This is an optimization exercise on Yosys and OpenROAD, whose aim is a short achievable clock period and few clock cycles per item, not a production implementation.
Only simulation tests tie the RTL to the original design; equivalence was not proved.

**flow/run.sh**
```bash
#!/bin/bash
set -euo pipefail
bash standard.sh SETUP_SLACK_MARGIN=9 finish > standard_make.log 2>&1
```
**standard.sh**
```bash
#!/bin/bash
# synth_recipe.tcl (not shown) runs the flow's synth.tcl, then flattens the netlist and writes it again
# the make line also repeats each setting of config.mk as NAME=value (left out here)
make -C /OpenROAD-flow-scripts/flow DESIGN_CONFIG=/design/flow/config.mk WORK_HOME=/design/flow/orfs CLKGATE_MAP_FILE= SYNTH_SCRIPT=/design/flow/synth_recipe.tcl "${@:-finish}"
```
**config.mk**
```make
export PLATFORM = sky130hd
export DESIGN_NAME = accumulating_pid_controller
export DESIGN_NICKNAME = accumulating_pid_controller
export VERILOG_FILES = /design/flow/design.v
export SDC_FILE = /design/flow/constraint.sdc
export NUM_CORES = 4
export LEC_CHECK = 0
export CAP_MARGIN = 20
export CORE_MARGIN = 2
export CORE_UTILIZATION = 40
export SLEW_MARGIN = 20
```
**constraint.sdc**
```tcl
create_clock -name core_clock -period 13.0 [get_ports {clk}]
set_input_delay 2.6000 -clock core_clock [delete_from_list [all_inputs] [get_ports {clk}]]
set_output_delay 2.6000 -clock core_clock [all_outputs]
set_load 0.01 [all_outputs]
```
**design.v**
```verilog
package apid_pkg;
  localparam int DATA_W    = 32;
  localparam int TIME_W    = 24;
  localparam int CFG_IDX_W = 3;
endpackage
module apid_mul_pi (
  input  logic clk,
  input  logic [31:0] a,
  input  logic [31:0] b,
  output logic [47:0] y
);
  wire [63:0] r0_0 = ({64{b[0]}} & (64'(a) << 0));
  wire [63:0] r0_1 = ({64{b[1]}} & (64'(a) << 1));
  wire [63:0] r0_2 = ({64{b[2]}} & (64'(a) << 2));
  wire [63:0] r0_3 = ({64{b[3]}} & (64'(a) << 3));
  wire [63:0] r0_4 = ({64{b[4]}} & (64'(a) << 4));
  wire [63:0] r0_5 = ({64{b[5]}} & (64'(a) << 5));
  wire [63:0] r0_6 = ({64{b[6]}} & (64'(a) << 6));
  wire [63:0] r0_7 = ({64{b[7]}} & (64'(a) << 7));
  wire [63:0] r0_8 = ({64{b[8]}} & (64'(a) << 8));
  wire [63:0] r0_9 = ({64{b[9]}} & (64'(a) << 9));
  wire [63:0] r0_10 = ({64{b[10]}} & (64'(a) << 10));
  wire [63:0] r0_11 = ({64{b[11]}} & (64'(a) << 11));
  wire [63:0] r0_12 = ({64{b[12]}} & (64'(a) << 12));
  wire [63:0] r0_13 = ({64{b[13]}} & (64'(a) << 13));
  wire [63:0] r0_14 = ({64{b[14]}} & (64'(a) << 14));
  wire [63:0] r0_15 = ({64{b[15]}} & (64'(a) << 15));
  wire [63:0] r0_16 = ({64{b[16]}} & (64'(a) << 16));
  wire [63:0] r0_17 = ({64{b[17]}} & (64'(a) << 17));
  wire [63:0] r0_18 = ({64{b[18]}} & (64'(a) << 18));
  wire [63:0] r0_19 = ({64{b[19]}} & (64'(a) << 19));
  wire [63:0] r0_20 = ({64{b[20]}} & (64'(a) << 20));
  wire [63:0] r0_21 = ({64{b[21]}} & (64'(a) << 21));
  wire [63:0] r0_22 = ({64{b[22]}} & (64'(a) << 22));
  wire [63:0] r0_23 = ({64{b[23]}} & (64'(a) << 23));
  wire [63:0] r0_24 = ({64{b[24]}} & (64'(a) << 24));
  wire [63:0] r0_25 = ({64{b[25]}} & (64'(a) << 25));
  wire [63:0] r0_26 = ({64{b[26]}} & (64'(a) << 26));
  wire [63:0] r0_27 = ({64{b[27]}} & (64'(a) << 27));
  wire [63:0] r0_28 = ({64{b[28]}} & (64'(a) << 28));
  wire [63:0] r0_29 = ({64{b[29]}} & (64'(a) << 29));
  wire [63:0] r0_30 = ({64{b[30]}} & (64'(a) << 30));
  wire [63:0] r0_31 = ({64{b[31]}} & (64'(a) << 31));
  wire [63:0] r0_32 = 64'd32768;
  wire [63:0] l1_s0 = r0_0 ^ r0_1 ^ r0_2;
  wire [63:0] l1_c0 = ((r0_0 & r0_1) | (r0_0 & r0_2) | (r0_1 & r0_2)) << 1;
  wire [63:0] l1_s1 = r0_3 ^ r0_4 ^ r0_5;
  wire [63:0] l1_c1 = ((r0_3 & r0_4) | (r0_3 & r0_5) | (r0_4 & r0_5)) << 1;
  wire [63:0] l1_s2 = r0_6 ^ r0_7 ^ r0_8;
  wire [63:0] l1_c2 = ((r0_6 & r0_7) | (r0_6 & r0_8) | (r0_7 & r0_8)) << 1;
  wire [63:0] l1_s3 = r0_9 ^ r0_10 ^ r0_11;
  wire [63:0] l1_c3 = ((r0_9 & r0_10) | (r0_9 & r0_11) | (r0_10 & r0_11)) << 1;
  wire [63:0] l1_s4 = r0_12 ^ r0_13 ^ r0_14;
  wire [63:0] l1_c4 = ((r0_12 & r0_13) | (r0_12 & r0_14) | (r0_13 & r0_14)) << 1;
  wire [63:0] l1_s5 = r0_15 ^ r0_16 ^ r0_17;
  wire [63:0] l1_c5 = ((r0_15 & r0_16) | (r0_15 & r0_17) | (r0_16 & r0_17)) << 1;
  wire [63:0] l1_s6 = r0_18 ^ r0_19 ^ r0_20;
  wire [63:0] l1_c6 = ((r0_18 & r0_19) | (r0_18 & r0_20) | (r0_19 & r0_20)) << 1;
  wire [63:0] l1_s7 = r0_21 ^ r0_22 ^ r0_23;
  wire [63:0] l1_c7 = ((r0_21 & r0_22) | (r0_21 & r0_23) | (r0_22 & r0_23)) << 1;
  wire [63:0] l1_s8 = r0_24 ^ r0_25 ^ r0_26;
  wire [63:0] l1_c8 = ((r0_24 & r0_25) | (r0_24 & r0_26) | (r0_25 & r0_26)) << 1;
  wire [63:0] l1_s9 = r0_27 ^ r0_28 ^ r0_29;
  wire [63:0] l1_c9 = ((r0_27 & r0_28) | (r0_27 & r0_29) | (r0_28 & r0_29)) << 1;
  wire [63:0] l1_s10 = r0_30 ^ r0_31 ^ r0_32;
  wire [63:0] l1_c10 = ((r0_30 & r0_31) | (r0_30 & r0_32) | (r0_31 & r0_32)) << 1;
  wire [63:0] l2_s0 = l1_s0 ^ l1_c0 ^ l1_s1;
  wire [63:0] l2_c0 = ((l1_s0 & l1_c0) | (l1_s0 & l1_s1) | (l1_c0 & l1_s1)) << 1;
  wire [63:0] l2_s1 = l1_c1 ^ l1_s2 ^ l1_c2;
  wire [63:0] l2_c1 = ((l1_c1 & l1_s2) | (l1_c1 & l1_c2) | (l1_s2 & l1_c2)) << 1;
  wire [63:0] l2_s2 = l1_s3 ^ l1_c3 ^ l1_s4;
  wire [63:0] l2_c2 = ((l1_s3 & l1_c3) | (l1_s3 & l1_s4) | (l1_c3 & l1_s4)) << 1;
  wire [63:0] l2_s3 = l1_c4 ^ l1_s5 ^ l1_c5;
  wire [63:0] l2_c3 = ((l1_c4 & l1_s5) | (l1_c4 & l1_c5) | (l1_s5 & l1_c5)) << 1;
  wire [63:0] l2_s4 = l1_s6 ^ l1_c6 ^ l1_s7;
  wire [63:0] l2_c4 = ((l1_s6 & l1_c6) | (l1_s6 & l1_s7) | (l1_c6 & l1_s7)) << 1;
  wire [63:0] l2_s5 = l1_c7 ^ l1_s8 ^ l1_c8;
  wire [63:0] l2_c5 = ((l1_c7 & l1_s8) | (l1_c7 & l1_c8) | (l1_s8 & l1_c8)) << 1;
  wire [63:0] l2_s6 = l1_s9 ^ l1_c9 ^ l1_s10;
  wire [63:0] l2_c6 = ((l1_s9 & l1_c9) | (l1_s9 & l1_s10) | (l1_c9 & l1_s10)) << 1;
  wire [63:0] l3_s0 = l2_s0 ^ l2_c0 ^ l2_s1;
  wire [63:0] l3_c0 = ((l2_s0 & l2_c0) | (l2_s0 & l2_s1) | (l2_c0 & l2_s1)) << 1;
  wire [63:0] l3_s1 = l2_c1 ^ l2_s2 ^ l2_c2;
  wire [63:0] l3_c1 = ((l2_c1 & l2_s2) | (l2_c1 & l2_c2) | (l2_s2 & l2_c2)) << 1;
  wire [63:0] l3_s2 = l2_s3 ^ l2_c3 ^ l2_s4;
  wire [63:0] l3_c2 = ((l2_s3 & l2_c3) | (l2_s3 & l2_s4) | (l2_c3 & l2_s4)) << 1;
  wire [63:0] l3_s3 = l2_c4 ^ l2_s5 ^ l2_c5;
  wire [63:0] l3_c3 = ((l2_c4 & l2_s5) | (l2_c4 & l2_c5) | (l2_s5 & l2_c5)) << 1;
  wire [63:0] l3_s4 = l2_s6 ^ l2_c6 ^ l1_c10;
  wire [63:0] l3_c4 = ((l2_s6 & l2_c6) | (l2_s6 & l1_c10) | (l2_c6 & l1_c10)) << 1;
  wire [63:0] l4_s0 = l3_s0 ^ l3_c0 ^ l3_s1;
  wire [63:0] l4_c0 = ((l3_s0 & l3_c0) | (l3_s0 & l3_s1) | (l3_c0 & l3_s1)) << 1;
  wire [63:0] l4_s1 = l3_c1 ^ l3_s2 ^ l3_c2;
  wire [63:0] l4_c1 = ((l3_c1 & l3_s2) | (l3_c1 & l3_c2) | (l3_s2 & l3_c2)) << 1;
  wire [63:0] l4_s2 = l3_s3 ^ l3_c3 ^ l3_s4;
  wire [63:0] l4_c2 = ((l3_s3 & l3_c3) | (l3_s3 & l3_s4) | (l3_c3 & l3_s4)) << 1;
  wire [63:0] l5_s0 = l4_s0 ^ l4_c0 ^ l4_s1;
  wire [63:0] l5_c0 = ((l4_s0 & l4_c0) | (l4_s0 & l4_s1) | (l4_c0 & l4_s1)) << 1;
  wire [63:0] l5_s1 = l4_c1 ^ l4_s2 ^ l4_c2;
  wire [63:0] l5_c1 = ((l4_c1 & l4_s2) | (l4_c1 & l4_c2) | (l4_s2 & l4_c2)) << 1;
  wire [63:0] l6_s0 = l5_s0 ^ l5_c0 ^ l5_s1;
  wire [63:0] l6_c0 = ((l5_s0 & l5_c0) | (l5_s0 & l5_s1) | (l5_c0 & l5_s1)) << 1;
  logic [63:0] p0_0;
  always_ff @(posedge clk) p0_0 <= l6_s0;
  logic [63:0] p0_1;
  always_ff @(posedge clk) p0_1 <= l6_c0;
  logic [63:0] p0_2;
  always_ff @(posedge clk) p0_2 <= l5_c1;
  logic [63:0] p0_3;
  always_ff @(posedge clk) p0_3 <= l3_c4;
  wire [63:0] l7_s0 = p0_0 ^ p0_1 ^ p0_2;
  wire [63:0] l7_c0 = ((p0_0 & p0_1) | (p0_0 & p0_2) | (p0_1 & p0_2)) << 1;
  wire [63:0] l8_s0 = l7_s0 ^ l7_c0 ^ p0_3;
  wire [63:0] l8_c0 = ((l7_s0 & l7_c0) | (l7_s0 & p0_3) | (l7_c0 & p0_3)) << 1;
  wire [32:0] sl = {1'b0, l8_s0[31:0]} + {1'b0, l8_c0[31:0]};
  logic [31:0] ha, hb;
  logic hc;
  logic [15:0] ylo;
  always_ff @(posedge clk) ylo <= sl[31:16];
  always_ff @(posedge clk) begin ha <= l8_s0[63:32]; hb <= l8_c0[63:32]; hc <= sl[32]; end
  wire [31:0] sh = ha + hb + {31'd0, hc};
  always_ff @(posedge clk) y <= {sh[31:0], ylo};
endmodule
module apid_mul_x (
  input  logic clk,
  input  logic [31:0] a,
  input  logic [23:0] b,
  output logic [55:0] y
);
  wire [55:0] r0_0 = ({56{b[0]}} & (56'(a) << 0));
  wire [55:0] r0_1 = ({56{b[1]}} & (56'(a) << 1));
  wire [55:0] r0_2 = ({56{b[2]}} & (56'(a) << 2));
  wire [55:0] r0_3 = ({56{b[3]}} & (56'(a) << 3));
  wire [55:0] r0_4 = ({56{b[4]}} & (56'(a) << 4));
  wire [55:0] r0_5 = ({56{b[5]}} & (56'(a) << 5));
  wire [55:0] r0_6 = ({56{b[6]}} & (56'(a) << 6));
  wire [55:0] r0_7 = ({56{b[7]}} & (56'(a) << 7));
  wire [55:0] r0_8 = ({56{b[8]}} & (56'(a) << 8));
  wire [55:0] r0_9 = ({56{b[9]}} & (56'(a) << 9));
  wire [55:0] r0_10 = ({56{b[10]}} & (56'(a) << 10));
  wire [55:0] r0_11 = ({56{b[11]}} & (56'(a) << 11));
  wire [55:0] r0_12 = ({56{b[12]}} & (56'(a) << 12));
  wire [55:0] r0_13 = ({56{b[13]}} & (56'(a) << 13));
  wire [55:0] r0_14 = ({56{b[14]}} & (56'(a) << 14));
  wire [55:0] r0_15 = ({56{b[15]}} & (56'(a) << 15));
  wire [55:0] r0_16 = ({56{b[16]}} & (56'(a) << 16));
  wire [55:0] r0_17 = ({56{b[17]}} & (56'(a) << 17));
  wire [55:0] r0_18 = ({56{b[18]}} & (56'(a) << 18));
  wire [55:0] r0_19 = ({56{b[19]}} & (56'(a) << 19));
  wire [55:0] r0_20 = ({56{b[20]}} & (56'(a) << 20));
  wire [55:0] r0_21 = ({56{b[21]}} & (56'(a) << 21));
  wire [55:0] r0_22 = ({56{b[22]}} & (56'(a) << 22));
  wire [55:0] r0_23 = ({56{b[23]}} & (56'(a) << 23));
  wire [55:0] r0_24 = 56'd500000;
  wire [55:0] l1_s0 = r0_0 ^ r0_1 ^ r0_2;
  wire [55:0] l1_c0 = ((r0_0 & r0_1) | (r0_0 & r0_2) | (r0_1 & r0_2)) << 1;
  wire [55:0] l1_s1 = r0_3 ^ r0_4 ^ r0_5;
  wire [55:0] l1_c1 = ((r0_3 & r0_4) | (r0_3 & r0_5) | (r0_4 & r0_5)) << 1;
  wire [55:0] l1_s2 = r0_6 ^ r0_7 ^ r0_8;
  wire [55:0] l1_c2 = ((r0_6 & r0_7) | (r0_6 & r0_8) | (r0_7 & r0_8)) << 1;
  wire [55:0] l1_s3 = r0_9 ^ r0_10 ^ r0_11;
  wire [55:0] l1_c3 = ((r0_9 & r0_10) | (r0_9 & r0_11) | (r0_10 & r0_11)) << 1;
  wire [55:0] l1_s4 = r0_12 ^ r0_13 ^ r0_14;
  wire [55:0] l1_c4 = ((r0_12 & r0_13) | (r0_12 & r0_14) | (r0_13 & r0_14)) << 1;
  wire [55:0] l1_s5 = r0_15 ^ r0_16 ^ r0_17;
  wire [55:0] l1_c5 = ((r0_15 & r0_16) | (r0_15 & r0_17) | (r0_16 & r0_17)) << 1;
  wire [55:0] l1_s6 = r0_18 ^ r0_19 ^ r0_20;
  wire [55:0] l1_c6 = ((r0_18 & r0_19) | (r0_18 & r0_20) | (r0_19 & r0_20)) << 1;
  wire [55:0] l1_s7 = r0_21 ^ r0_22 ^ r0_23;
  wire [55:0] l1_c7 = ((r0_21 & r0_22) | (r0_21 & r0_23) | (r0_22 & r0_23)) << 1;
  wire [55:0] l2_s0 = l1_s0 ^ l1_c0 ^ l1_s1;
  wire [55:0] l2_c0 = ((l1_s0 & l1_c0) | (l1_s0 & l1_s1) | (l1_c0 & l1_s1)) << 1;
  wire [55:0] l2_s1 = l1_c1 ^ l1_s2 ^ l1_c2;
  wire [55:0] l2_c1 = ((l1_c1 & l1_s2) | (l1_c1 & l1_c2) | (l1_s2 & l1_c2)) << 1;
  wire [55:0] l2_s2 = l1_s3 ^ l1_c3 ^ l1_s4;
  wire [55:0] l2_c2 = ((l1_s3 & l1_c3) | (l1_s3 & l1_s4) | (l1_c3 & l1_s4)) << 1;
  wire [55:0] l2_s3 = l1_c4 ^ l1_s5 ^ l1_c5;
  wire [55:0] l2_c3 = ((l1_c4 & l1_s5) | (l1_c4 & l1_c5) | (l1_s5 & l1_c5)) << 1;
  wire [55:0] l2_s4 = l1_s6 ^ l1_c6 ^ l1_s7;
  wire [55:0] l2_c4 = ((l1_s6 & l1_c6) | (l1_s6 & l1_s7) | (l1_c6 & l1_s7)) << 1;
  wire [55:0] l3_s0 = l2_s0 ^ l2_c0 ^ l2_s1;
  wire [55:0] l3_c0 = ((l2_s0 & l2_c0) | (l2_s0 & l2_s1) | (l2_c0 & l2_s1)) << 1;
  wire [55:0] l3_s1 = l2_c1 ^ l2_s2 ^ l2_c2;
  wire [55:0] l3_c1 = ((l2_c1 & l2_s2) | (l2_c1 & l2_c2) | (l2_s2 & l2_c2)) << 1;
  wire [55:0] l3_s2 = l2_s3 ^ l2_c3 ^ l2_s4;
  wire [55:0] l3_c2 = ((l2_s3 & l2_c3) | (l2_s3 & l2_s4) | (l2_c3 & l2_s4)) << 1;
  wire [55:0] l3_s3 = l2_c4 ^ l1_c7 ^ r0_24;
  wire [55:0] l3_c3 = ((l2_c4 & l1_c7) | (l2_c4 & r0_24) | (l1_c7 & r0_24)) << 1;
  wire [55:0] l4_s0 = l3_s0 ^ l3_c0 ^ l3_s1;
  wire [55:0] l4_c0 = ((l3_s0 & l3_c0) | (l3_s0 & l3_s1) | (l3_c0 & l3_s1)) << 1;
  wire [55:0] l4_s1 = l3_c1 ^ l3_s2 ^ l3_c2;
  wire [55:0] l4_c1 = ((l3_c1 & l3_s2) | (l3_c1 & l3_c2) | (l3_s2 & l3_c2)) << 1;
  wire [55:0] l5_s0 = l4_s0 ^ l4_c0 ^ l4_s1;
  wire [55:0] l5_c0 = ((l4_s0 & l4_c0) | (l4_s0 & l4_s1) | (l4_c0 & l4_s1)) << 1;
  wire [55:0] l5_s1 = l4_c1 ^ l3_s3 ^ l3_c3;
  wire [55:0] l5_c1 = ((l4_c1 & l3_s3) | (l4_c1 & l3_c3) | (l3_s3 & l3_c3)) << 1;
  wire [55:0] l6_s0 = l5_s0 ^ l5_c0 ^ l5_s1;
  wire [55:0] l6_c0 = ((l5_s0 & l5_c0) | (l5_s0 & l5_s1) | (l5_c0 & l5_s1)) << 1;
  logic [55:0] p0_0;
  always_ff @(posedge clk) p0_0 <= l6_s0;
  logic [55:0] p0_1;
  always_ff @(posedge clk) p0_1 <= l6_c0;
  logic [55:0] p0_2;
  always_ff @(posedge clk) p0_2 <= l5_c1;
  wire [55:0] l7_s0 = p0_0 ^ p0_1 ^ p0_2;
  wire [55:0] l7_c0 = ((p0_0 & p0_1) | (p0_0 & p0_2) | (p0_1 & p0_2)) << 1;
  wire [28:0] sl = {1'b0, l7_s0[27:0]} + {1'b0, l7_c0[27:0]};
  logic [27:0] ha, hb;
  logic hc;
  logic [27:0] ylo;
  always_ff @(posedge clk) ylo <= sl[27:0];
  always_ff @(posedge clk) begin ha <= l7_s0[55:28]; hb <= l7_c0[55:28]; hc <= sl[28]; end
  wire [27:0] sh = ha + hb + {27'd0, hc};
  always_ff @(posedge clk) y <= {sh[27:0], ylo};
endmodule
module apid_mul_q (
  input  logic clk,
  input  logic [55:0] a,
  output logic [36:0] y
);
  wire [109:0] r0_0 = (~(110'(a) << 0));
  wire [109:0] r0_1 = (~(110'(a) << 2));
  wire [109:0] r0_2 = (110'(a) << 5);
  wire [109:0] r0_3 = (~(110'(a) << 8));
  wire [109:0] r0_4 = (~(110'(a) << 10));
  wire [109:0] r0_5 = (~(110'(a) << 13));
  wire [109:0] r0_6 = (~(110'(a) << 18));
  wire [109:0] r0_7 = (~(110'(a) << 20));
  wire [109:0] r0_8 = (~(110'(a) << 23));
  wire [109:0] r0_9 = (110'(a) << 25);
  wire [109:0] r0_10 = (110'(a) << 30);
  wire [109:0] r0_11 = (~(110'(a) << 32));
  wire [109:0] r0_12 = (~(110'(a) << 36));
  wire [109:0] r0_13 = (~(110'(a) << 41));
  wire [109:0] r0_14 = (110'(a) << 44);
  wire [109:0] r0_15 = (~(110'(a) << 47));
  wire [109:0] r0_16 = (110'(a) << 49);
  wire [109:0] r0_17 = (110'(a) << 53);
  wire [109:0] r0_18 = 110'd12;
  wire [109:0] l1_s0 = r0_0 ^ r0_1 ^ r0_2;
  wire [109:0] l1_c0 = ((r0_0 & r0_1) | (r0_0 & r0_2) | (r0_1 & r0_2)) << 1;
  wire [109:0] l1_s1 = r0_3 ^ r0_4 ^ r0_5;
  wire [109:0] l1_c1 = ((r0_3 & r0_4) | (r0_3 & r0_5) | (r0_4 & r0_5)) << 1;
  wire [109:0] l1_s2 = r0_6 ^ r0_7 ^ r0_8;
  wire [109:0] l1_c2 = ((r0_6 & r0_7) | (r0_6 & r0_8) | (r0_7 & r0_8)) << 1;
  wire [109:0] l1_s3 = r0_9 ^ r0_10 ^ r0_11;
  wire [109:0] l1_c3 = ((r0_9 & r0_10) | (r0_9 & r0_11) | (r0_10 & r0_11)) << 1;
  wire [109:0] l1_s4 = r0_12 ^ r0_13 ^ r0_14;
  wire [109:0] l1_c4 = ((r0_12 & r0_13) | (r0_12 & r0_14) | (r0_13 & r0_14)) << 1;
  wire [109:0] l1_s5 = r0_15 ^ r0_16 ^ r0_17;
  wire [109:0] l1_c5 = ((r0_15 & r0_16) | (r0_15 & r0_17) | (r0_16 & r0_17)) << 1;
  wire [109:0] l2_s0 = l1_s0 ^ l1_c0 ^ l1_s1;
  wire [109:0] l2_c0 = ((l1_s0 & l1_c0) | (l1_s0 & l1_s1) | (l1_c0 & l1_s1)) << 1;
  wire [109:0] l2_s1 = l1_c1 ^ l1_s2 ^ l1_c2;
  wire [109:0] l2_c1 = ((l1_c1 & l1_s2) | (l1_c1 & l1_c2) | (l1_s2 & l1_c2)) << 1;
  wire [109:0] l2_s2 = l1_s3 ^ l1_c3 ^ l1_s4;
  wire [109:0] l2_c2 = ((l1_s3 & l1_c3) | (l1_s3 & l1_s4) | (l1_c3 & l1_s4)) << 1;
  wire [109:0] l2_s3 = l1_c4 ^ l1_s5 ^ l1_c5;
  wire [109:0] l2_c3 = ((l1_c4 & l1_s5) | (l1_c4 & l1_c5) | (l1_s5 & l1_c5)) << 1;
  wire [109:0] l3_s0 = l2_s0 ^ l2_c0 ^ l2_s1;
  wire [109:0] l3_c0 = ((l2_s0 & l2_c0) | (l2_s0 & l2_s1) | (l2_c0 & l2_s1)) << 1;
  wire [109:0] l3_s1 = l2_c1 ^ l2_s2 ^ l2_c2;
  wire [109:0] l3_c1 = ((l2_c1 & l2_s2) | (l2_c1 & l2_c2) | (l2_s2 & l2_c2)) << 1;
  wire [109:0] l3_s2 = l2_s3 ^ l2_c3 ^ r0_18;
  wire [109:0] l3_c2 = ((l2_s3 & l2_c3) | (l2_s3 & r0_18) | (l2_c3 & r0_18)) << 1;
  wire [109:0] l4_s0 = l3_s0 ^ l3_c0 ^ l3_s1;
  wire [109:0] l4_c0 = ((l3_s0 & l3_c0) | (l3_s0 & l3_s1) | (l3_c0 & l3_s1)) << 1;
  wire [109:0] l4_s1 = l3_c1 ^ l3_s2 ^ l3_c2;
  wire [109:0] l4_c1 = ((l3_c1 & l3_s2) | (l3_c1 & l3_c2) | (l3_s2 & l3_c2)) << 1;
  wire [109:0] l5_s0 = l4_s0 ^ l4_c0 ^ l4_s1;
  wire [109:0] l5_c0 = ((l4_s0 & l4_c0) | (l4_s0 & l4_s1) | (l4_c0 & l4_s1)) << 1;
  wire [109:0] l6_s0 = l5_s0 ^ l5_c0 ^ l4_c1;
  wire [109:0] l6_c0 = ((l5_s0 & l5_c0) | (l5_s0 & l4_c1) | (l5_c0 & l4_c1)) << 1;
  logic [109:0] p0_0;
  always_ff @(posedge clk) p0_0 <= l6_s0;
  logic [109:0] p0_1;
  always_ff @(posedge clk) p0_1 <= l6_c0;
  wire [73:0] sl = {1'b0, p0_0[72:0]} + {1'b0, p0_1[72:0]};
  logic [36:0] ha, hb;
  logic hc;
  always_ff @(posedge clk) begin ha <= p0_0[109:73]; hb <= p0_1[109:73]; hc <= sl[73]; end
  wire [36:0] sh = ha + hb + {36'd0, hc};
  always_ff @(posedge clk) y <= sh[36:0];
endmodule
module apid_mul_d (
  input  logic clk,
  input  logic [50:0] a,
  input  logic [32:0] b,
  input  logic [23:0] x,
  output logic [67:0] y
);
  wire [83:0] r0_0 = ({84{b[0]}} & (84'(a) << 0));
  wire [83:0] r0_1 = ({84{b[1]}} & (84'(a) << 1));
  wire [83:0] r0_2 = ({84{b[2]}} & (84'(a) << 2));
  wire [83:0] r0_3 = ({84{b[3]}} & (84'(a) << 3));
  wire [83:0] r0_4 = ({84{b[4]}} & (84'(a) << 4));
  wire [83:0] r0_5 = ({84{b[5]}} & (84'(a) << 5));
  wire [83:0] r0_6 = ({84{b[6]}} & (84'(a) << 6));
  wire [83:0] r0_7 = ({84{b[7]}} & (84'(a) << 7));
  wire [83:0] r0_8 = ({84{b[8]}} & (84'(a) << 8));
  wire [83:0] r0_9 = ({84{b[9]}} & (84'(a) << 9));
  wire [83:0] r0_10 = ({84{b[10]}} & (84'(a) << 10));
  wire [83:0] r0_11 = ({84{b[11]}} & (84'(a) << 11));
  wire [83:0] r0_12 = ({84{b[12]}} & (84'(a) << 12));
  wire [83:0] r0_13 = ({84{b[13]}} & (84'(a) << 13));
  wire [83:0] r0_14 = ({84{b[14]}} & (84'(a) << 14));
  wire [83:0] r0_15 = ({84{b[15]}} & (84'(a) << 15));
  wire [83:0] r0_16 = ({84{b[16]}} & (84'(a) << 16));
  wire [83:0] r0_17 = ({84{b[17]}} & (84'(a) << 17));
  wire [83:0] r0_18 = ({84{b[18]}} & (84'(a) << 18));
  wire [83:0] r0_19 = ({84{b[19]}} & (84'(a) << 19));
  wire [83:0] r0_20 = ({84{b[20]}} & (84'(a) << 20));
  wire [83:0] r0_21 = ({84{b[21]}} & (84'(a) << 21));
  wire [83:0] r0_22 = ({84{b[22]}} & (84'(a) << 22));
  wire [83:0] r0_23 = ({84{b[23]}} & (84'(a) << 23));
  wire [83:0] r0_24 = ({84{b[24]}} & (84'(a) << 24));
  wire [83:0] r0_25 = ({84{b[25]}} & (84'(a) << 25));
  wire [83:0] r0_26 = ({84{b[26]}} & (84'(a) << 26));
  wire [83:0] r0_27 = ({84{b[27]}} & (84'(a) << 27));
  wire [83:0] r0_28 = ({84{b[28]}} & (84'(a) << 28));
  wire [83:0] r0_29 = ({84{b[29]}} & (84'(a) << 29));
  wire [83:0] r0_30 = ({84{b[30]}} & (84'(a) << 30));
  wire [83:0] r0_31 = ({84{b[31]}} & (84'(a) << 31));
  wire [83:0] r0_32 = ({84{b[32]}} & (84'(a) << 32));
  wire [83:0] r0_33 = (84'(x) << 15);
  wire [83:0] l1_s0 = r0_0 ^ r0_1 ^ r0_2;
  wire [83:0] l1_c0 = ((r0_0 & r0_1) | (r0_0 & r0_2) | (r0_1 & r0_2)) << 1;
  wire [83:0] l1_s1 = r0_3 ^ r0_4 ^ r0_5;
  wire [83:0] l1_c1 = ((r0_3 & r0_4) | (r0_3 & r0_5) | (r0_4 & r0_5)) << 1;
  wire [83:0] l1_s2 = r0_6 ^ r0_7 ^ r0_8;
  wire [83:0] l1_c2 = ((r0_6 & r0_7) | (r0_6 & r0_8) | (r0_7 & r0_8)) << 1;
  wire [83:0] l1_s3 = r0_9 ^ r0_10 ^ r0_11;
  wire [83:0] l1_c3 = ((r0_9 & r0_10) | (r0_9 & r0_11) | (r0_10 & r0_11)) << 1;
  wire [83:0] l1_s4 = r0_12 ^ r0_13 ^ r0_14;
  wire [83:0] l1_c4 = ((r0_12 & r0_13) | (r0_12 & r0_14) | (r0_13 & r0_14)) << 1;
  wire [83:0] l1_s5 = r0_15 ^ r0_16 ^ r0_17;
  wire [83:0] l1_c5 = ((r0_15 & r0_16) | (r0_15 & r0_17) | (r0_16 & r0_17)) << 1;
  wire [83:0] l1_s6 = r0_18 ^ r0_19 ^ r0_20;
  wire [83:0] l1_c6 = ((r0_18 & r0_19) | (r0_18 & r0_20) | (r0_19 & r0_20)) << 1;
  wire [83:0] l1_s7 = r0_21 ^ r0_22 ^ r0_23;
  wire [83:0] l1_c7 = ((r0_21 & r0_22) | (r0_21 & r0_23) | (r0_22 & r0_23)) << 1;
  wire [83:0] l1_s8 = r0_24 ^ r0_25 ^ r0_26;
  wire [83:0] l1_c8 = ((r0_24 & r0_25) | (r0_24 & r0_26) | (r0_25 & r0_26)) << 1;
  wire [83:0] l1_s9 = r0_27 ^ r0_28 ^ r0_29;
  wire [83:0] l1_c9 = ((r0_27 & r0_28) | (r0_27 & r0_29) | (r0_28 & r0_29)) << 1;
  wire [83:0] l1_s10 = r0_30 ^ r0_31 ^ r0_32;
  wire [83:0] l1_c10 = ((r0_30 & r0_31) | (r0_30 & r0_32) | (r0_31 & r0_32)) << 1;
  wire [83:0] l2_s0 = l1_s0 ^ l1_c0 ^ l1_s1;
  wire [83:0] l2_c0 = ((l1_s0 & l1_c0) | (l1_s0 & l1_s1) | (l1_c0 & l1_s1)) << 1;
  wire [83:0] l2_s1 = l1_c1 ^ l1_s2 ^ l1_c2;
  wire [83:0] l2_c1 = ((l1_c1 & l1_s2) | (l1_c1 & l1_c2) | (l1_s2 & l1_c2)) << 1;
  wire [83:0] l2_s2 = l1_s3 ^ l1_c3 ^ l1_s4;
  wire [83:0] l2_c2 = ((l1_s3 & l1_c3) | (l1_s3 & l1_s4) | (l1_c3 & l1_s4)) << 1;
  wire [83:0] l2_s3 = l1_c4 ^ l1_s5 ^ l1_c5;
  wire [83:0] l2_c3 = ((l1_c4 & l1_s5) | (l1_c4 & l1_c5) | (l1_s5 & l1_c5)) << 1;
  wire [83:0] l2_s4 = l1_s6 ^ l1_c6 ^ l1_s7;
  wire [83:0] l2_c4 = ((l1_s6 & l1_c6) | (l1_s6 & l1_s7) | (l1_c6 & l1_s7)) << 1;
  wire [83:0] l2_s5 = l1_c7 ^ l1_s8 ^ l1_c8;
  wire [83:0] l2_c5 = ((l1_c7 & l1_s8) | (l1_c7 & l1_c8) | (l1_s8 & l1_c8)) << 1;
  wire [83:0] l2_s6 = l1_s9 ^ l1_c9 ^ l1_s10;
  wire [83:0] l2_c6 = ((l1_s9 & l1_c9) | (l1_s9 & l1_s10) | (l1_c9 & l1_s10)) << 1;
  wire [83:0] l3_s0 = l2_s0 ^ l2_c0 ^ l2_s1;
  wire [83:0] l3_c0 = ((l2_s0 & l2_c0) | (l2_s0 & l2_s1) | (l2_c0 & l2_s1)) << 1;
  wire [83:0] l3_s1 = l2_c1 ^ l2_s2 ^ l2_c2;
  wire [83:0] l3_c1 = ((l2_c1 & l2_s2) | (l2_c1 & l2_c2) | (l2_s2 & l2_c2)) << 1;
  wire [83:0] l3_s2 = l2_s3 ^ l2_c3 ^ l2_s4;
  wire [83:0] l3_c2 = ((l2_s3 & l2_c3) | (l2_s3 & l2_s4) | (l2_c3 & l2_s4)) << 1;
  wire [83:0] l3_s3 = l2_c4 ^ l2_s5 ^ l2_c5;
  wire [83:0] l3_c3 = ((l2_c4 & l2_s5) | (l2_c4 & l2_c5) | (l2_s5 & l2_c5)) << 1;
  wire [83:0] l3_s4 = l2_s6 ^ l2_c6 ^ l1_c10;
  wire [83:0] l3_c4 = ((l2_s6 & l2_c6) | (l2_s6 & l1_c10) | (l2_c6 & l1_c10)) << 1;
  wire [83:0] l4_s0 = l3_s0 ^ l3_c0 ^ l3_s1;
  wire [83:0] l4_c0 = ((l3_s0 & l3_c0) | (l3_s0 & l3_s1) | (l3_c0 & l3_s1)) << 1;
  wire [83:0] l4_s1 = l3_c1 ^ l3_s2 ^ l3_c2;
  wire [83:0] l4_c1 = ((l3_c1 & l3_s2) | (l3_c1 & l3_c2) | (l3_s2 & l3_c2)) << 1;
  wire [83:0] l4_s2 = l3_s3 ^ l3_c3 ^ l3_s4;
  wire [83:0] l4_c2 = ((l3_s3 & l3_c3) | (l3_s3 & l3_s4) | (l3_c3 & l3_s4)) << 1;
  wire [83:0] l5_s0 = l4_s0 ^ l4_c0 ^ l4_s1;
  wire [83:0] l5_c0 = ((l4_s0 & l4_c0) | (l4_s0 & l4_s1) | (l4_c0 & l4_s1)) << 1;
  wire [83:0] l5_s1 = l4_c1 ^ l4_s2 ^ l4_c2;
  wire [83:0] l5_c1 = ((l4_c1 & l4_s2) | (l4_c1 & l4_c2) | (l4_s2 & l4_c2)) << 1;
  wire [83:0] l6_s0 = l5_s0 ^ l5_c0 ^ l5_s1;
  wire [83:0] l6_c0 = ((l5_s0 & l5_c0) | (l5_s0 & l5_s1) | (l5_c0 & l5_s1)) << 1;
  wire [83:0] l6_s1 = l5_c1 ^ l3_c4 ^ r0_33;
  wire [83:0] l6_c1 = ((l5_c1 & l3_c4) | (l5_c1 & r0_33) | (l3_c4 & r0_33)) << 1;
  logic [83:0] p0_0;
  always_ff @(posedge clk) p0_0 <= l6_s0;
  logic [83:0] p0_1;
  always_ff @(posedge clk) p0_1 <= l6_c0;
  logic [83:0] p0_2;
  always_ff @(posedge clk) p0_2 <= l6_s1;
  logic [83:0] p0_3;
  always_ff @(posedge clk) p0_3 <= l6_c1;
  wire [83:0] l7_s0 = p0_0 ^ p0_1 ^ p0_2;
  wire [83:0] l7_c0 = ((p0_0 & p0_1) | (p0_0 & p0_2) | (p0_1 & p0_2)) << 1;
  wire [83:0] l8_s0 = l7_s0 ^ l7_c0 ^ p0_3;
  wire [83:0] l8_c0 = ((l7_s0 & l7_c0) | (l7_s0 & p0_3) | (l7_c0 & p0_3)) << 1;
  wire [44:0] sl = {1'b0, l8_s0[43:0]} + {1'b0, l8_c0[43:0]};
  logic [39:0] ha, hb;
  logic hc;
  logic [27:0] ylo;
  always_ff @(posedge clk) ylo <= sl[43:16];
  always_ff @(posedge clk) begin ha <= l8_s0[83:44]; hb <= l8_c0[83:44]; hc <= sl[44]; end
  wire [39:0] sh = ha + hb + {39'd0, hc};
  always_ff @(posedge clk) y <= {sh[39:0], ylo};
endmodule
module apid_mul_kd (
  input  logic clk,
  input  logic [31:0] a,
  output logic [51:0] y
);
  wire [51:0] r0_0 = (52'(a) << 6);
  wire [51:0] r0_1 = (52'(a) << 9);
  wire [51:0] r0_2 = (52'(a) << 14);
  wire [51:0] r0_3 = (~(52'(a) << 16));
  wire [51:0] r0_4 = (52'(a) << 20);
  wire [51:0] r0_5 = 52'd1;
  wire [51:0] l1_s0 = r0_0 ^ r0_1 ^ r0_2;
  wire [51:0] l1_c0 = ((r0_0 & r0_1) | (r0_0 & r0_2) | (r0_1 & r0_2)) << 1;
  wire [51:0] l1_s1 = r0_3 ^ r0_4 ^ r0_5;
  wire [51:0] l1_c1 = ((r0_3 & r0_4) | (r0_3 & r0_5) | (r0_4 & r0_5)) << 1;
  wire [51:0] l2_s0 = l1_s0 ^ l1_c0 ^ l1_s1;
  wire [51:0] l2_c0 = ((l1_s0 & l1_c0) | (l1_s0 & l1_s1) | (l1_c0 & l1_s1)) << 1;
  wire [51:0] l3_s0 = l2_s0 ^ l2_c0 ^ l1_c1;
  wire [51:0] l3_c0 = ((l2_s0 & l2_c0) | (l2_s0 & l1_c1) | (l2_c0 & l1_c1)) << 1;
  wire [26:0] sl = {1'b0, l3_s0[25:0]} + {1'b0, l3_c0[25:0]};
  logic [25:0] ha, hb;
  logic hc;
  logic [25:0] ylo;
  always_ff @(posedge clk) ylo <= sl[25:0];
  always_ff @(posedge clk) begin ha <= l3_s0[51:26]; hb <= l3_c0[51:26]; hc <= sl[26]; end
  wire [25:0] sh = ha + hb + {25'd0, hc};
  always_ff @(posedge clk) y <= {sh[25:0], ylo};
endmodule
import apid_pkg::*;
module accumulating_pid_controller (
  input  logic                 clk,
  input  logic                 rst_n,
  input  logic                 in_valid,
  output logic                 in_ready,
  input  logic [89:0]          in_data,
  output logic                 out_valid,
  input  logic                 out_ready,
  output logic [64:0]          out_data,
  input  logic                 cfg_valid,
  output logic                 cfg_ready,
  input  logic [CFG_IDX_W-1:0] cfg_index,
  input  logic [DATA_W-1:0]    cfg_data
);
  localparam int NS    = 21;    
  localparam int DEPTH = 32;    
  localparam int PW    = 5;
  assign cfg_ready = 1'b1;
  logic        rst_q;
  logic        cfg_we_q;
  logic [2:0]  cfg_idx_q;
  logic [31:0] cfg_dat_q;
  always_ff @(posedge clk) begin
    rst_q     <= ~rst_n;
    cfg_we_q  <= cfg_valid & rst_n;
    cfg_idx_q <= cfg_index;
    cfg_dat_q <= cfg_data;
  end
  logic        kp_neg, ki_neg, kd_neg;
  logic [31:0] kp_mag, ki_mag, kd_mag;
  logic [30:0] lim;
  logic [31:0] limn;
  logic [34:0] limc;               
  logic signed [31:0] floor_r, ceil_r;
  logic [34:0] nceil, nfloor;      
  logic        ceil_max, floor_min;
  logic [31:0] cfg_mag;
  logic [51:0] kd1e6;
  assign cfg_mag = cfg_dat_q[31] ? (32'd0 - cfg_dat_q) : cfg_dat_q;
  always_ff @(posedge clk) begin
    if (rst_q) begin
      kp_neg <= 1'b0; kp_mag <= '0;
      ki_neg <= 1'b0; ki_mag <= '0;
      kd_neg <= 1'b0; kd_mag <= '0;
      lim <= '0; limn <= '0; limc <= '1;
      floor_r <= '0; ceil_r <= '0; nceil <= '1; nfloor <= '0;
      ceil_max <= 1'b0; floor_min <= 1'b0;
    end else if (cfg_we_q) begin
      case (cfg_idx_q)
        3'd0: begin kp_neg <= cfg_dat_q[31]; kp_mag <= cfg_mag; end
        3'd1: begin ki_neg <= cfg_dat_q[31]; ki_mag <= cfg_mag; end
        3'd2: begin kd_neg <= cfg_dat_q[31]; kd_mag <= cfg_mag; end
        3'd3: begin
          lim  <= cfg_dat_q[30:0];
          limn <= 32'd0 - {1'b0, cfg_dat_q[30:0]};
          limc <= ~{4'd0, cfg_dat_q[30:0]};
        end
        3'd4: begin
          floor_r   <= cfg_dat_q;
          nfloor    <= 35'd0 - {{3{cfg_dat_q[31]}}, cfg_dat_q};
          floor_min <= (cfg_dat_q == 32'h8000_0000);
        end
        3'd5: begin
          ceil_r   <= cfg_dat_q;
          nceil    <= ~{{3{cfg_dat_q[31]}}, cfg_dat_q};
          ceil_max <= (cfg_dat_q == 32'h7FFF_FFFF);
        end
        default: ;
      endcase
    end
  end
  apid_mul_kd u_mkd (.clk(clk), .a(kd_mag), .y(kd1e6));
  logic [NS:0]         v;           
  logic [NS:1]         upd, rop, skp;
  logic [89:0]         in0;
  logic [19:1][31:0]   rc;
  logic [16:1][23:0]   dts;
  logic [16:1][25:0]   dt3s;
  logic [16:1][26:0]   dt5s, dt7s;
  logic signed [31:0] target_r, meas_r, err_r, errp_r, acc_r, ctrl_r, chg_r;
  function automatic logic sign3(input logic [34:0] a, input logic [34:0] b,
                                 input logic [34:0] c);
    logic [34:0] s, cy, t;
    s  = a ^ b ^ c;
    cy = ((a & b) | (a & c) | (b & c)) << 1;
    t  = s + cy;
    sign3 = t[34];
  endfunction
  function automatic logic [34:0] sx35(input logic [31:0] x);
    sx35 = {{3{x[31]}}, x};
  endfunction
  always_ff @(posedge clk) in0 <= in_data;
  logic [1:0]         op0;
  logic signed [31:0] val0;
  logic [23:0]        dt0;
  logic               dtnz0;
  logic signed [32:0] da1, db1;    
  logic [1:0]         op1;
  assign op0   = in0[89:88];
  assign val0  = in0[87:56];
  assign dt0   = in0[23:0];
  assign dtnz0 = |dt0;
  always_ff @(posedge clk) begin
    if (rst_q) begin
      target_r <= '0; meas_r <= '0;
    end else if (v[0]) begin
      if (op0 == 2'd0 || op0 == 2'd3) target_r <= val0;
      if (op0 == 2'd1 || op0 == 2'd3) meas_r   <= val0;
    end
    da1 <= {val0[31], val0} - {meas_r[31], meas_r};
    db1 <= {target_r[31], target_r} - {val0[31], val0};
    op1 <= op0;
  end
  function automatic logic signed [31:0] sat33(input logic signed [32:0] x);
    if (x[32] != x[31]) sat33 = x[32] ? 32'sh8000_0000 : 32'sh7FFF_FFFF;
    else                sat33 = x[31:0];
  endfunction
  logic signed [31:0] sa1, sb1;
  logic signed [31:0] e2, ep2;
  assign sa1 = sat33(da1);
  assign sb1 = sat33(db1);
  always_ff @(posedge clk) begin
    if (rst_q) begin
      err_r <= '0; errp_r <= '0;
    end else if (v[1]) begin
      case (op1)
        2'd0: begin err_r <= sa1; errp_r <= sa1; end
        2'd1: err_r <= sb1;
        2'd2: if (upd[1]) errp_r <= err_r;
        2'd3: begin err_r <= '0; errp_r <= '0; end
      endcase
    end
    e2  <= err_r;
    ep2 <= errp_r;
  end
  always_ff @(posedge clk) begin
    v[0]   <= in_valid & in_ready & rst_n;
    v[1]   <= rst_q ? 1'b0 : v[0];
    upd[1] <= (op0 == 2'd2) & dtnz0;
    skp[1] <= (op0 == 2'd2) & ~dtnz0;
    rop[1] <= (op0 == 2'd3);
    rc[1]  <= in0[55:24];
    dts[1] <= dt0;
    dt3s[1] <= 26'(dt0) + 26'({dt0, 1'b0});
    dt5s[1] <= 27'(dt0) + 27'({dt0, 2'b0});
    dt7s[1] <= 27'({dt0, 3'b0}) - 27'(dt0);
    for (int k = 2; k <= NS; k++) v[k] <= rst_q ? 1'b0 : v[k-1];
    for (int k = 2; k <= NS; k++) begin
      upd[k] <= upd[k-1]; rop[k] <= rop[k-1]; skp[k] <= skp[k-1];
    end
    for (int k = 2; k <= 19; k++) rc[k]  <= rc[k-1];
    for (int k = 2; k <= 16; k++) dts[k] <= dts[k-1];
    for (int k = 2; k <= 16; k++) begin
      dt3s[k] <= dt3s[k-1]; dt5s[k] <= dt5s[k-1]; dt7s[k] <= dt7s[k-1];
    end
  end
  logic [31:0]        emag3;
  logic [32:0]        demag3;
  logic [9:3]         eneg;
  logic [17:3]        deneg;
  logic signed [32:0] de2, nde2;
  assign de2  = {e2[31], e2} - {ep2[31], ep2};
  assign nde2 = {ep2[31], ep2} - {e2[31], e2};
  always_ff @(posedge clk) begin
    emag3    <= e2[31] ? (32'd0 - e2) : e2;
    eneg[3]  <= e2[31];
    demag3   <= de2[32] ? nde2 : de2;
    deneg[3] <= de2[32];
    for (int k = 4; k <= 9; k++)  eneg[k]  <= eneg[k-1];
    for (int k = 4; k <= 17; k++) deneg[k] <= deneg[k-1];
  end
  logic [47:0] mp6;
  logic [55:0] x6;
  logic [67:0] m6;
  apid_mul_pi u_mp (.clk(clk), .a(emag3), .b(kp_mag), .y(mp6));
  apid_mul_x  u_mx (.clk(clk), .a(emag3), .b(dts[3]), .y(x6));
  apid_mul_d  u_md (.clk(clk), .a(kd1e6[50:0]), .b(demag3), .x(dts[3]), .y(m6));
  function automatic logic [31:0] clampmag(input logic neg, input logic big,
                                           input logic [31:0] lo);
    if (neg) clampmag = (big || (lo[31] && |lo[30:0])) ? 32'h8000_0000 : lo;
    else     clampmag = (big || lo[31]) ? 32'h7FFF_FFFF : lo;
  endfunction
  logic [31:0]        pmag7;
  logic               pneg7;
  logic [18:8][31:0]  pv;
  always_ff @(posedge clk) begin
    pneg7 <= eneg[6] ^ kp_neg;
    pmag7 <= clampmag(eneg[6] ^ kp_neg, |mp6[47:32], mp6[31:0]);
    pv[8] <= pneg7 ? (32'd0 - pmag7) : pmag7;
    for (int k = 9; k <= 18; k++) pv[k] <= pv[k-1];
  end
  logic [36:0]        q9;
  logic signed [31:0] istep10;
  logic [31:0]        imag9;
  apid_mul_q u_mq (.clk(clk), .a(x6), .y(q9));
  assign imag9 = clampmag(eneg[9], |q9[36:32], q9[31:0]);
  always_ff @(posedge clk) istep10 <= eneg[9] ? (32'd0 - imag9) : imag9;
  logic [32:0] asum10;
  logic        agt10, alt10;
  assign asum10 = 33'(acc_r) + 33'(istep10);
  assign agt10  = ~sign3(sx35(acc_r), sx35(istep10), limc);         
  assign alt10  = sign3(sx35(acc_r), sx35(istep10), {4'd0, lim});   
  always_ff @(posedge clk) begin
    if (rst_q) acc_r <= '0;
    else if (v[10] && rop[10]) acc_r <= '0;
    else if (v[10] && upd[10]) begin
      if (agt10)      acc_r <= {1'b0, lim};
      else if (alt10) acc_r <= limn;
      else            acc_r <= asum10[31:0];
    end
  end
  logic [31:0]        amag12;
  logic [15:12]       aneg;
  logic [47:0]        mi15;
  logic [18:16][31:0] iv;
  always_ff @(posedge clk) begin
    amag12   <= acc_r[31] ? (32'd0 - acc_r) : acc_r;
    aneg[12] <= acc_r[31];
    for (int k = 13; k <= 15; k++) aneg[k] <= aneg[k-1];
  end
  apid_mul_pi u_mi (.clk(clk), .a(amag12), .b(ki_mag), .y(mi15));
  logic [31:0] imag15;
  assign imag15 = clampmag(aneg[15] ^ ki_neg, |mi15[47:32], mi15[31:0]);
  always_ff @(posedge clk) begin
    iv[16] <= (aneg[15] ^ ki_neg) ? (32'd0 - imag15) : imag15;
    for (int k = 17; k <= 18; k++) iv[k] <= iv[k-1];
  end
  logic [17:7][23:0] dr;
  logic [17:7][32:0] db;      
  logic [17:7][32:0] dq;
  logic [17:7]       dovf;
  function automatic logic [26:0] divstep(input logic [23:0] r, input logic [2:0] bits,
                                          input logic [23:0] dt, input logic [25:0] dt3,
                                          input logic [26:0] dt5, input logic [26:0] dt7);
    logic [26:0] t;
    logic [27:0] df1, df2, df3, df4, df5, df6, df7;
    t   = {r, bits};
    df1 = {1'b0, t} - 28'(dt);
    df2 = {1'b0, t} - 28'({dt, 1'b0});
    df3 = {1'b0, t} - 28'(dt3);
    df4 = {1'b0, t} - 28'({dt, 2'b0});
    df5 = {1'b0, t} - 28'(dt5);
    df6 = {1'b0, t} - 28'({dt3, 1'b0});
    df7 = {1'b0, t} - 28'(dt7);
    if (!df7[27])      divstep = {3'd7, df7[23:0]};
    else if (!df6[27]) divstep = {3'd6, df6[23:0]};
    else if (!df5[27]) divstep = {3'd5, df5[23:0]};
    else if (!df4[27]) divstep = {3'd4, df4[23:0]};
    else if (!df3[27]) divstep = {3'd3, df3[23:0]};
    else if (!df2[27]) divstep = {3'd2, df2[23:0]};
    else if (!df1[27]) divstep = {3'd1, df1[23:0]};
    else               divstep = {3'd0, t[23:0]};
  endfunction
  logic [26:0]       ds7;
  logic [17:8][26:0] dsk;
  assign ds7 = divstep({1'b0, m6[55:33]}, m6[32:30], dts[6], dt3s[6], dt5s[6], dt7s[6]);
  always_comb
    for (int k = 8; k <= 17; k++)
      dsk[k] = divstep(dr[k-1], db[k-1][32:30], dts[k-1], dt3s[k-1], dt5s[k-1], dt7s[k-1]);
  always_ff @(posedge clk) begin
    dr[7]   <= ds7[23:0];
    db[7]   <= {m6[29:0], 3'b000};
    dq[7]   <= {30'd0, ds7[26:24]};
    dovf[7] <= (|m6[67:56]) || (m6[55:32] >= dts[6]);
    for (int k = 8; k <= 17; k++) begin
      dr[k]   <= dsk[k][23:0];
      db[k]   <= {db[k-1][29:0], 3'b000};
      dq[k]   <= {dq[k-1][29:0], dsk[k][26:24]};
      dovf[k] <= dovf[k-1];
    end
  end
  logic [31:0] dmag17;
  logic        dneg17;
  logic [31:0] dv18;
  assign dneg17 = deneg[17] ^ kd_neg;
  assign dmag17 = clampmag(dneg17, dovf[17] | dq[17][32], dq[17][31:0]);
  always_ff @(posedge clk) dv18 <= dneg17 ? (32'd0 - dmag17) : dmag17;
  logic [34:0]        cs18, cc18, csum18;
  logic signed [31:0] chg19;
  always_comb begin
    cs18   = sx35(pv[18]) ^ sx35(iv[18]) ^ sx35(dv18);
    cc18   = ((sx35(pv[18]) & sx35(iv[18])) | (sx35(pv[18]) & sx35(dv18))
             | (sx35(iv[18]) & sx35(dv18))) << 1;
    csum18 = cs18 + cc18;
  end
  always_ff @(posedge clk) begin
    if (csum18[34] && !(&csum18[33:31]))     chg19 <= 32'sh8000_0000;
    else if (!csum18[34] && |csum18[33:31])  chg19 <= 32'sh7FFF_FFFF;
    else                                     chg19 <= csum18[31:0];
  end
  logic [32:0]        cs19;
  logic signed [31:0] csat19;
  logic               cgt19, clt19;
  assign cs19   = 33'(ctrl_r) + 33'(chg19);
  assign csat19 = (cs19[32] != cs19[31]) ? (cs19[32] ? 32'sh8000_0000 : 32'sh7FFF_FFFF)
                                         : cs19[31:0];
  assign cgt19  = ~sign3(sx35(ctrl_r), sx35(chg19), nceil) & ~ceil_max;    
  assign clt19  = sign3(sx35(ctrl_r), sx35(chg19), nfloor) & ~floor_min;   
  always_ff @(posedge clk) begin
    if (rst_q) begin
      ctrl_r <= '0; chg_r <= '0;
    end else if (v[19] && rop[19]) begin
      ctrl_r <= rc[19]; chg_r <= '0;
    end else if (v[19] && upd[19]) begin
      chg_r <= chg19;
      if (cgt19)      ctrl_r <= ceil_r;
      else if (clt19) ctrl_r <= floor_r;
      else            ctrl_r <= csat19;
    end
  end
  logic [DEPTH-1:0][64:0] mem;
  logic [PW-1:0]          wptr, rptr;
  logic                   out_v, out_vo;
  logic [64:0]            out_d;
  logic                   out_fire_q;
  logic [PW:0]            cnt, cnt_nxt;
  logic                   in_rdy, in_rdyo;
  always_ff @(posedge clk) begin
    if (v[20]) mem[wptr] <= {skp[20] ? 32'd0 : ctrl_r, chg_r, skp[20]};
    if (rst_q) wptr <= '0;
    else if (v[20]) wptr <= wptr + 1'b1;
  end
  logic          load, avail, load_o;
  logic [PW-1:0] rptr_m1;            
  logic [64:0]   head, shown;
  assign load   = ~out_v | out_ready;
  assign load_o = ~out_vo | out_ready;
  assign avail  = (rptr != wptr);
  assign head   = mem[rptr];
  assign shown  = mem[rptr_m1];
  always_ff @(posedge clk) begin
    if (!rst_n || rst_q) out_v <= 1'b0;
    else if (load) out_v <= avail;
    out_vo <= rst_n & ~rst_q & ((load_o & avail) | (~load_o & out_vo));
    out_d  <= ({65{load_o}} & head) | ({65{~load_o}} & shown);
    if (rst_q) begin
      rptr    <= '0;
      rptr_m1 <= '1;
    end else if (load && avail) begin
      rptr    <= rptr + 1'b1;
      rptr_m1 <= rptr;
    end
    out_fire_q <= out_v & out_ready & rst_n;
  end
  assign cnt_nxt = cnt + (PW+1)'(v[0]) - (PW+1)'(out_fire_q);
  always_ff @(posedge clk) begin
    if (rst_q) begin
      cnt     <= '0;
      in_rdy  <= 1'b1;
      in_rdyo <= 1'b1;
    end else begin
      cnt     <= cnt_nxt;
      in_rdy  <= (cnt_nxt <= (PW+1)'(DEPTH - 2));
      in_rdyo <= ((cnt + (PW+1)'(v[0])) <= (PW+1)'(DEPTH - 2) + (PW+1)'(out_fire_q));
    end
  end
  assign in_ready  = in_rdyo;
  assign out_valid = out_vo;
  assign out_data  = out_d;
endmodule
```
==> notes.md <==
cell usage in the layout (no fill, tap or decap), types with 460 or more instances in the layout:
cell type / n
edfxtp_1: 2080
dfxtp_1: 5706
nor2_1: 1757
inv_2: 625
clkbuf_16: 960
nand2b_1: 460
a21o_1: 899
mux4_2: 1300
o21ai_0: 3040
buf_12: 503
and2_4: 493
buf_4: 1080
mux2_2: 547
xor2_1: 683
fa_1: 4218
nand2_1: 4754
ha_1: 3611
fa_2: 770
and2_1: 2380
xnor2_1: 1219
inv_1: 6098
a21oi_1: 2219
repair_timing:
item                                    in CTS  in global routing
endpoints found under the setup margin    2810               1797
resized for setup                         4022               2136
gates cloned                               264                 57
pin swaps                                 1523               1406
setup buffers                             1034                469
layer usage:
metal  wire length [um]  global-route usage [%]
met1             732100                   34.08
met2             848600                   42.09
met3             179300                   5.565
met4             124500                   13.87
met5                346                       0
layout make-up:
| cell class | count | area (sq um) | area share (%) |
|---|---|---|---|
| Clock buffer | 1161 | 24870 | 3.907 |
| Antenna cell | 134 | 335.3 | 0.05267 |
| Clock inverter | 511 | 6585 | 1.034 |
| Inverter | 6780 | 25660 | 4.030 |
| Sequential cell | 8318 | 188700 | 29.65 |
| Tap cell | 18020 | 22540 | 3.541 |
| Multi-Input combinational cell | 34700 | 331500 | 52.07 |
| Timing Repair Buffer | 2638 | 36400 | 5.718 |
synthesized netlist by cell type, types with 108 or more instances:
cell	count	share of area, %
inv_1	6778	4.7
dfxtp_1	6238	23
fa_1	4988	18
nand2_1	4985	3.5
ha_1	3723	8.6
o21ai_0	3208	3.0
and2_1	2878	3.3
a21oi_1	2429	2.2
clkbuf_1	2164	1.5
edfxtp_1	2080	12
nor2_1	1807	1.3
mux4_2	1300	5.4
xnor2_1	1235	2.0
a21o_1	903	1.3
xor2_1	699	1.1
mux2_2	547	1.1
nand2b_1	471	0.54
a211oi_1	456	0.63
nor2b_1	445	0.51
nor3_1	436	0.40
nand3_1	411	0.38
o21a_1	396	0.55
o211ai_1	321	0.44
a31oi_1	270	0.31
o21bai_1	244	0.34
buf_1	201	0.14
mux2i_1	186	0.34
nand4_1	183	0.21
or3_1	183	0.21
and3_1	150	0.17
o31ai_1	142	0.20
nor4_1	108	0.12
state kept, by name, indices dropped and copies added, names as in the netlist, 96 cells and up:
signal	count
db	165
dq	198
dr	240
dt3s	400
dt5s	416
dt7s	416
dts	352
iv	96
mem	2080
pv	352
rc	608
u_mq.p0_0	108
u_mq.p0_1	108
how the worst max path moves through the flow:
| stage | startpoint | to | slack, ns | cells after the start |
|---|---|---|---|---|
| final | emag3[12]$_DFF_P_ | u_mp.p0_0[30]$_DFF_P_ | 8.49 | 12 |
| after global routing | emag3[13]$_DFF_P_ | u_mp.p0_0[30]$_DFF_P_ | 8.40 | 13 |
| after CTS | out_d[59]$_DFF_P_ | out_data[59] | 8.44 | 1 |
| after detailed placement | dt5s[244]$_DFF_P_ | dr[110]$_DFF_P_ | 7.51 | 16 |
| after global placement | out_ready | out_d[54]$_DFF_P_ | 7.60 | 6 |
| after floorplan | v[20]$_SDFF_PP0_ | wptr[4]$_SDFFE_PP0P_ | -2.59 | 3 |
metrics by stage:
stage | hold WS [ns] | area [sq um]
3_5_place_dp | 0.3120 | 563200
5_1_grt | 0.2214 | 636400
2_1_floorplan | 0.3096 | 541800
3_3_place_gp | 0.3096 | 563200
4_1_cts | 0.2117 | 624200
6_report | 0.1951 | 636700
kinds of logic (layout without fill, tap and decap cells):
| group | after synthesis | in the layout |
|---|---|---|
| and+or+nand+nor | 12410 | 12410 |
| AOI/OAI and AO/OA | 9607 | 9609 |
| buffers and inverters | 9187 | 11090 |
| adders and majority gates | 8711 | 8711 |
| DFF | 8318 | 8318 |
| muxes | 2033 | 2033 |
| xor gates and xnor gates | 1935 | 1935 |
| other | 1 | 135 |
critical path: stages, from the launching register on:
cell     delay [ns]
dfxtp_4        0.49
buf_6          0.15
buf_16         0.14
nand2_4        0.07
fa_1           0.52
fa_1           0.55
fa_1           0.60
inv_1          0.08
fa_1           0.52
inv_2          0.04
fa_1           0.59
inv_1          0.07
fa_2           0.52
==> results.py <==
metrics = {
    "worst_setup_path": {
        "end_kind": "flip-flop",
        "cp-start-kind": "flip-flop",
        "arrival_ns": 5.61,
        "r2r_end": "u_mp.p0_0[30]$_DFF_P_",
        "critPathMaxFanout": 4,
        "r2r.worst_path.cells": 12,
        "worstPathRequired_ns": 14.09,
        "critical_path_class": "flip-flop to flip-flop",
        "r2r_slack_ns": 8.49,
        "r2r-start": "emag3[12]$_DFF_P_",
    },
    "clock_network": {
        "cts_tree": "done",
        "clkLatencyLatePin_ns": 1.34,
        "clockRootBuffer": "clkbuf_16",
        "cts.sinks": 8318,
        "clockBufferDepth": 5,
        "cts_hold_buf": 0,
        "path_clk_slew_ns": 0.06,
        "cts-htree-levels": 6,
        "cts_made_buffers": 892,
    },
    "sta": {
        "slew_violations": 0,
        "fin_crit_ns": 4.514,
        "setup_slack_ns": 8.486,
        "setup_viol": 0,
        "maxSlewHeadroom_pct": 15.64,
        "finClkSkew_ns": 0.1948,
        "tightest_slew_ns": 1.261,
        "finalSetupTns_ns": 0,
        "max_freq_mhz": 221.6,
        "fin_crit_sh_pct": 34.72,
        "rsz0062_at_grt": "true",
        "finalHoldViolCount": 0,
    },
    "die": {
        "start_util_pct": 40.10,
        "core_region_area_sq_um": 1351000,
        "die_w_mm": 1.168,
        "io_pins": 198,
        "dieArea_sq_um": 1364000,
        "rows": 427,
        "die_h_mm": 1.168,
    },
    "placement": {
        "io_buffers": 196,
        "place_inst": 68630,
        "pre_cts_ws_ns": 7.506,
        "gp_congestion": 0.9385,
        "dp_hpwl_mm": 1203,
    },
    "yosys": {
        "synth_simple_gate_area_share_pct": 11.09,
        "async_flop_share_pct": 0,
        "synthAdderAreaFrac_pct": 27.03,
        "syn_area_sq_um": 541800,
        "syn_area_per_cell_sq_um": 10.38,
        "yosysSeqAreaShare_pct": 34.58,
        "synthCells": 52200,
        "synth_flop_cell": "dfxtp_1",
        "synth_edf_count": 2080,
        "synth_nets": 61040,
        "ys_types": 112,
        "synth_seq_cells": 8318,
        "synth_compound_area_share_pct": 10.91,
        "synth_xor_area_share_pct": 3.130,
        "ys.warnings.count": 6,
        "synth_top_family_by_area": "adder cells",
        "synthMuxAreaShare_pct": 6.885,
    },
    "job": {
        "maxCapViolations": 0,
    },
    "grt": {
        "antenna_found_initial": 221,
        "grt_pass1_vias": 399800,
        "grt_pass1_wl_mm": 2695,
        "grt_util_all_layers_pct": 26.48,
        "grt_remaining_overflow": 0,
        "grt_max_degree": 177,
    },
    "drt": {
        "antenna_left": 0,
        "drc_errors": 0,
        "drt_iter0_markers": 38850,
        "via_per_inst": 5.574,
        "vias": 402800,
        "wl_per_cell_um": 26.08,
        "wirelength_mm": 1885,
        "firstDrtPassIters": 8,
    },
    "hold_path": {
        "worstHoldStart": "rc[350]$_DFF_P_",
        "min_to": "rc[382]$_DFF_P_",
        "hp-class": "flip-flop to flip-flop",
        "holdPathStages": 0,
    },
    "status": {
        "status": "timing/DRC/antenna clean",
    },
    "finish": {
        "area_growth_pct": 17.51,
        "fin_cells": 72260,
        "fillCellCount": 122500,
        "layout-drive-gt1-share_pct": 18.12,
        "final_core_util_pct": 47.12,
        "nets": 62170,
    },
}
Testbench counts, summed over its fixed seeds: cycles 2,592, items 2,400.

-- re-timing with driven ports --
The results above use ideal ports. As a check the final layout listed here was re-extracted and re-timed, cells and wires unchanged. Step 1 sets driving cells, clkbuf_16 on the clock port and buf_2 on the other inputs (assumed; they add their load-dependent delay and slew). Step 2 also shifts input and output timing later by t, the mid clock arrival at the registers, as if the neighbouring blocks saw the same clock. Three values: no drivers, after step 1, after step 2; two values: the first two.
t (ns): 1.413
slack for setup (ns): 8.486 / 8.345 / 7.828
worst setup path at the end: input to register
After both steps setup and hold are still met in this run. For this run, drivers alone change the setup slack by -0.141 ns; drivers and shift together by -0.658 ns.
